Context: an optimization exercise on an open-source flow, tuned for small area. The choices shown serve that exercise and are no tape-out recipe. Function was checked by simulation only, so behaviour that the tests miss may differ from the original. Power and IR drop assume default switching activity.

`design/flow/run.sh`:
```
#!/bin/bash
# synth_recipe.tcl (not shown) runs the flow's synth.tcl, then flattens the netlist and writes it again
# the make line also repeats each setting of config.mk as NAME=value (left out here)
make -C /OpenROAD-flow-scripts/flow DESIGN_CONFIG=/design/flow/config.mk WORK_HOME=/design/flow/orfs CLKGATE_MAP_FILE= SYNTH_SCRIPT=/design/flow/synth_recipe.tcl finish
```
`design/flow/design.v`:
```
package queue_table_pkg;
    typedef logic [4-1:0] queue_idx_t;
    typedef logic [32-1:0] table_word_t;
    typedef logic [16-1:0] rb_ptr_t;
    typedef enum logic [2:0] {
        DSC_TAIL   = 3'd0,
        DSC_HEAD   = 3'd1,
        DSC_L_ADDR = 3'd2,
        DSC_H_ADDR = 3'd3,
        PKT_TAIL   = 3'd4,
        PKT_HEAD   = 3'd5,
        PKT_L_ADDR = 3'd6,
        PKT_H_ADDR = 3'd7
    } table_sel_e;
    typedef enum logic [1:0] {
        OP_NONE  = 2'd0,
        OP_READ  = 2'd1,
        OP_WRITE = 2'd2
    } port_op_e;
endpackage
`timescale 1ns/1ps
module queue_table_top (
    input  logic                           pcie_clk,
    input  logic                           pcie_reset_n,
    input  logic [16-1:0] pcie_address_0,
    input  logic                           pcie_write_0,
    input  logic                           pcie_read_0,
    input  logic [511:0]                   pcie_writedata_0,
    input  logic [63:0]                    pcie_byteenable_0,
    output logic [511:0]                   pcie_readdata_0,
    output logic                           pcie_readdatavalid_0,
    input  logic                           queue_rd_en,
    input  logic [3:0]                     rd_queue,
    input  logic                           tail_wr_en,
    input  logic [3:0]                     wr_queue,
    input  logic [15:0]                    new_dsc_tail,
    input  logic [15:0]                    new_pkt_tail,
    output logic                           queue_ready,
    output logic [15:0]                    dsc_head,
    output logic [15:0]                    dsc_tail,
    output logic [63:0]                    dsc_buf_addr,
    output logic [15:0]                    pkt_head,
    output logic [15:0]                    pkt_tail,
    output logic [63:0]                    pkt_buf_addr
);
    localparam int NQ = 16;
    localparam int O0 = 0;      
    localparam int O1 = 16;     
    localparam int O2 = 48;
    localparam int O3 = 80;
    localparam int O4 = 112;    
    localparam int O5 = 128;
    localparam int O6 = 160;
    localparam int O7 = 192;
    localparam int LW = 224;
    logic [LW-1:0] line [NQ];
    logic [3:0] wq_host;
    assign wq_host = pcie_address_0[12 +: 4];
    logic [7:0] host_we;    
    always_comb begin
        for (int t = 0; t < 8; t++)
            host_we[t] = pcie_reset_n && pcie_write_0 && (&pcie_byteenable_0[4*t +: 4]) &&
                         (t != 0) && (t != 4);
    end
    logic tail_we;
    assign tail_we = pcie_reset_n && tail_wr_en;
    for (genvar q = 0; q < NQ; q++) begin : g_q
        logic hsel, tsel;
        assign hsel = (wq_host == q);
        assign tsel = tail_we && (wr_queue == q);
        always_ff @(posedge pcie_clk) begin
            if (tsel) begin
                line[q][O0 +: 16] <= new_dsc_tail;
                line[q][O4 +: 16] <= new_pkt_tail;
            end
            if (host_we[1] && hsel) line[q][O1 +: 32] <= pcie_writedata_0[32*1 +: 32];
            if (host_we[2] && hsel) line[q][O2 +: 32] <= pcie_writedata_0[32*2 +: 32];
            if (host_we[3] && hsel) line[q][O3 +: 32] <= pcie_writedata_0[32*3 +: 32];
            if (host_we[5] && hsel) line[q][O5 +: 32] <= pcie_writedata_0[32*5 +: 32];
            if (host_we[6] && hsel) line[q][O6 +: 32] <= pcie_writedata_0[32*6 +: 32];
            if (host_we[7] && hsel) line[q][O7 +: 32] <= pcie_writedata_0[32*7 +: 32];
        end
    end
    logic [3:0]   lk_q;
    logic         lk_v1, lk_v2;
    logic [191:0] lk_a, lk_b;
    logic [LW-1:0] lk_line;
    assign lk_line = line[lk_q];
    always_ff @(posedge pcie_clk) begin
        lk_q  <= rd_queue;
        lk_v1 <= pcie_reset_n && queue_rd_en;
        lk_v2 <= lk_v1;
        queue_ready <= lk_v2;
        lk_a <= {lk_line[O7 +: 32], lk_line[O6 +: 32], lk_line[O5 +: 16], lk_line[O4 +: 16],
                 lk_line[O3 +: 32], lk_line[O2 +: 32], lk_line[O1 +: 16], lk_line[O0 +: 16]};
        lk_b <= lk_a;
    end
    assign dsc_tail     = lk_b[0   +: 16];
    assign dsc_head     = lk_b[16  +: 16];
    assign dsc_buf_addr = lk_b[32  +: 64];
    assign pkt_tail     = lk_b[96  +: 16];
    assign pkt_head     = lk_b[112 +: 16];
    assign pkt_buf_addr = lk_b[128 +: 64];
    logic          reg_read;
    logic          rd_pending;
    logic [3:0]    rd_q;
    logic [2:0]    rd_issued;
    logic [LW-1:0] rd_line;
    assign reg_read = pcie_read_0 && (pcie_address_0[12-1:6] == '0);
    always_ff @(posedge pcie_clk) begin
        if (!pcie_reset_n) begin
            rd_pending   <= 1'b0;
            rd_issued[0] <= 1'b0;
        end else begin
            rd_issued[0] <= rd_pending && !pcie_write_0;
            if (reg_read)           rd_pending <= 1'b1;
            else if (!pcie_write_0) rd_pending <= 1'b0;
        end
        rd_issued[2:1]       <= rd_issued[1:0];
        pcie_readdatavalid_0 <= rd_issued[2];
        if (reg_read) rd_q <= wq_host;
        if (rd_pending) rd_line <= line[rd_q];
    end
    assign pcie_readdata_0 = {256'd0,
                              rd_line[O7 +: 32], rd_line[O6 +: 32], rd_line[O5 +: 32],
                              16'd0, rd_line[O4 +: 16],
                              rd_line[O3 +: 32], rd_line[O2 +: 32], rd_line[O1 +: 32],
                              16'd0, rd_line[O0 +: 16]};
endmodule
```
`design/flow/config.mk`:
```
export PLATFORM = sky130hd
export DESIGN_NAME = queue_table_top
export DESIGN_NICKNAME = queue_table_top
export VERILOG_FILES = /design/flow/design.v
export SDC_FILE = /design/flow/constraint.sdc
export NUM_CORES = 4
export LEC_CHECK = 0
export CAP_MARGIN = 20
export CORE_MARGIN = 2
export CORE_UTILIZATION = 40
export SLEW_MARGIN = 20
export SYNTH_MEMORY_MAX_BITS = 8192
```
`design/flow/constraint.sdc`:
```
create_clock -name core_clock -period 5.0 [get_ports {pcie_clk}]
set_input_delay 1.0000 -clock core_clock [delete_from_list [all_inputs] [get_ports {pcie_clk}]]
set_output_delay 1.0000 -clock core_clock [all_outputs]
set_load 0.01 [all_outputs]
```
==> flow_summary_export.csv <==
group,metric,value,unit
drt,vias,126000,
timing,fmax,244,MHz
cells_and_area,drive_gt1_share,11.1,%
global_route,grt_pass1_vias,119000,
clock_tree,htree_num_levels,5,
drt,via_per_inst,6.70,
cells_and_area,fin_util,47.3,%
setup_path,critPathMaxFanout,29,
floorplanning,die_h,663,um
setup_path,r2r_slack,0.90,ns
synthesis,yosysUniqueCellTypes,54,
setup_path,path_cells,"buf_4, or2_4, buf_4, o22ai_1, a2111oi_0, a21oi_1",
cells_and_area,area_growth,18.0,%
global_route,grt_max_degree,101,
timing,hold_viol_final,0,
synthesis,synth_edf_count,3812,
setup_path,r2r_cells,6,
synthesis,synth_top_cell_area_share,65.8,%
setup_path,critical_path.startpoint_type,"flop",
min_path,hold_depth,0,
synthesis,yosys-top-cells-area,"edfxtp_1 (66%), a22oi_1 (6.0%), mux2i_1 (5.2%), dfxtp_1 (4.6%), o22ai_1 (2.6%)",
power,p_leak,66.7,nW
timing,period_needed,4.10,ns
clock_tree,cts_root_buffer,"clkbuf_16",
synthesis,synth_mux_area_share,5.29,%
synthesis,ys_seq_elements,4208,
timing,post-route-period-util,82.1,%
clock_tree,clk_latency,1.05,ns
timing,slew_viol_final,0,
setup_path,cp_top_family,"compound AO/OA/AOI/OAI gates",
global_route,antenna_found_initial,167,
floorplanning,die_w,663,um
synthesis,synth_area,0.174,mm^2
synthesis,synth-compound-area-share,16.1,%
place,io_buffers,689,
run_status,status,"finished clean",
place,dp.cells,17900,
min_path,hold_class,"reg -> reg",
setup_path,endpoint_kind,"flop",
synthesis,synth_simple_gate_area_share,4.37,%
synthesis,yosys.area.top_type,"edfxtp_1",
setup_path,critPathKind,"reg -> reg",
floorplanning,ios,1344,
place,place_congestion,0.907,
floorplanning,start_util,40.1,%
timing,fin_tns_setup,0,ns
cells_and_area,fin_cells,18900,
floorplanning,core-area,0.434,mm^2
timing,clock_skew,0.122,ns
synthesis,postSynthAreaPerCell,14.5,um^2
synthesis,synthArstFlopShare,0,%
min_path,hp-start,"lk_a[115]",
synthesis,yosysMostFrequentCell,"edfxtp_1",
setup_path,r2r_start,"rd_q[3]",
power,ir_worst_vdd,0.331,mV
floorplanning,die_area,0.440,mm^2
clock_tree,hold_buffers,0,
drt,drtIter0Drc,22800,
global_route,overflow,0,
clock_tree,clkTransAtPathRegs,0.06,ns
global_route,track_usage,31.9,%
clock_tree,cts_tree,"yes",
timing,tightest_slew,1.30,ns
setup_path,path_common_cell,"buf_4",
run,drv_cap,0,
drt,drt-wirelength-per-cell,39.0,um
synthesis,yosys_warnings,2,
setup_path,cp_slowest_cell,"or2_4",
drt,first_pass_iters,7,
timing,rsz0062_at_grt,"no",
synthesis,synth_common_cells,"edfxtp_1 (3812), a22oi_1 (1390), nor2_1 (1097), mux2i_1 (899), o22ai_1 (718)",
power,finalPower,0.0770,W
synthesis,synth_top_family_by_area,"compound AO/OA/AOI/OAI gates",
cells_and_area,final_nets,13300,
floorplanning,row_count,242,
drt,drc_errors,0,
min_path,holdPathEnd,"lk_b[115]",
setup_path,critPathMaxStageDelay,0.90,ns
clock_tree,cts_buffers,434,
global_route,grt_pass1_wl,976000,um
place,dp_hpwl,422000,um
timing,setup_viol,0,
clock_tree,post_cts_buffers,0,
clock_tree,ctsResizeCount,0,
power,power_density,375,mW/mm^2
synthesis,synth_cells,12000,
synthesis,ys_seq_area_share,70.4,%
synthesis,synth-main-ff-cell,"edfxtp_1",
synthesis,yosys.area_share.xor_xnor,0,%
drt,routed_wl,735000,um
timing,slew_headroom,13.2,%
clock_tree,clkSinkCount,4208,
cells_and_area,nFillCells,37300,
clock_tree,clockBufferDepth,4,
drt,ant_nets,0,
setup_path,timing.rr.end,"rd_line[137]",
setup_path,arrival,4.83,ns
synthesis,synth_fa_ha_area_share,0,%
setup_path,worstPathRequired,5.73,ns
setup_path,cp_num_buf_inv,2,
cell families (layout without fill, tap and decap cells):
family / after synthesis / after routing
muxes: 917 / 917
buffers and inverters: 1301 / 2068
and+or+nand+nor: 1758 / 1758
DFF: 4208 / 4208
AOI/OAI and AO/OA: 3766 / 3766
other: 1 / 400
worst max-delay path by stage:
| stage | startpoint | to | slack [ns] | cells after the start |
|---|---|---|---|---|
| floorplan | wr_queue[0] | line[0][0] | 0.90 | 2 |
| global placement | pcie_address_0[15] | line[10][149] | 0.99 | 5 |
| detailed placement | pcie_address_0[15] | line[10][69] | 0.97 | 5 |
| CTS | rd_q[3] | rd_line[11] | 1.17 | 6 |
| global route | rd_q[3] | rd_line[11] | 1.03 | 6 |
| finish | rd_q[3] | rd_line[137] | 0.90 | 6 |
worst register-to-register path: stages, from the launching register on:
cell,delay [ns]
edfxtp_1,0.71
buf_4,0.45
or2_4,0.93
buf_4,0.62
o22ai_1,0.18
a2111oi_0,0.67
a21oi_1,0.23
cells in the final DEF (no fill, tap or decap), drive strengths merged, types with 50 or more instances in the layout:
cell and n:
a221oi 90, mux2i 899, a32oi 59, a22oi 1390, nand3 107, edfxtp 3812, a221o 152, nor2b 226
conb 288, inv 53, o2bb2ai 50, o22a 53, dfxtp 396, nor2 1104, a2111oi 321, clkbuf 587
buf 520, a22o 145, clkinv 153, diode 112, o22ai 718, clkdlybuf4s50 689, a21oi 326, o2111a 130
o21ai 183, nand2 229
layer usage:
metal | wire, um | GRT usage [%] | part of all wire (%) | up-vias
met4 | 55900 | 21.3 | 7.6 | 92
met5 | 665 | 0.130 | 0.091 | -
li1 | - | - | - | 49300
met3 | 104000 | 9.63 | 14 | 2564
met1 | 263000 | 41.1 | 36 | 62800
met2 | 312000 | 46.5 | 42 | 11600
state kept, by name, summed over array words and instances (netlist names):
| signal | flops |
|---|---|
| lk_v2 | 1 |
| line | 3584 |
| lk_v1 | 1 |
| pcie_readdatavalid_0 | 1 |
| queue_ready | 1 |
| lk_b | 192 |
| lk_a | 192 |
| rd_line | 224 |
| lk_q | 4 |
| rd_pending | 1 |
| rd_q | 4 |
| rd_issued | 3 |
power breakdown:
part | switching (W) | internal, W
Sequential | 0.000335 | 0.0388
Combinational | 0.00263 | 0.00133
Clock | 0.0144 | 0.0195
Total | 0.0174 | 0.0596
cell type report:
cell class	count	area, um^2	area share [%]
diodes	112	280	0.137
clock buffers	587	12100	5.91
clock inverters	237	2760	1.35
inverters	35	139	0.0677
multi-input cells	6729	47200	23.0
flip-flops and latches	4208	122000	59.7
well taps	5734	7170	3.50
repair buffers	1209	13100	6.37
metrics by stage:
step	area, um^2	hold slack [ns]	worst slack, ns
6_report	205000	0.270	0.897
5_1_grt	205000	0.304	1.03
4_1_cts	205000	0.279	1.17
3_5_place_dp	190000	0.312	0.971
3_3_place_gp	190000	0.311	0.986
2_1_floorplan	175000	0.310	0.898

[static timing again, ports no longer ideal]
No port has a modelled driver above. Below, the same layout with a new extraction and two added sets of constraints. Step 1 sets driving cells, clkbuf_16 on the clock port and buf_2 on the other inputs (assumed; they add their load-dependent delay and slew). Step 2, shift: input delay + t, output delay - t, t = (earliest + latest rising clock arrival at the registers) / 2. This alone moves slack from input paths to output paths. Slacks: ideal ports / drivers / drivers and shift; pairs: ideal ports / drivers.
t, ns: 1.122
setup slack, ns: 0.897 / 0.897 / 0.793
worst setup path after step 2: input to register
After both steps setup and hold are still met in this run. For this run, drivers alone change the setup slack by 0.000 ns; drivers and shift together by -0.104 ns.
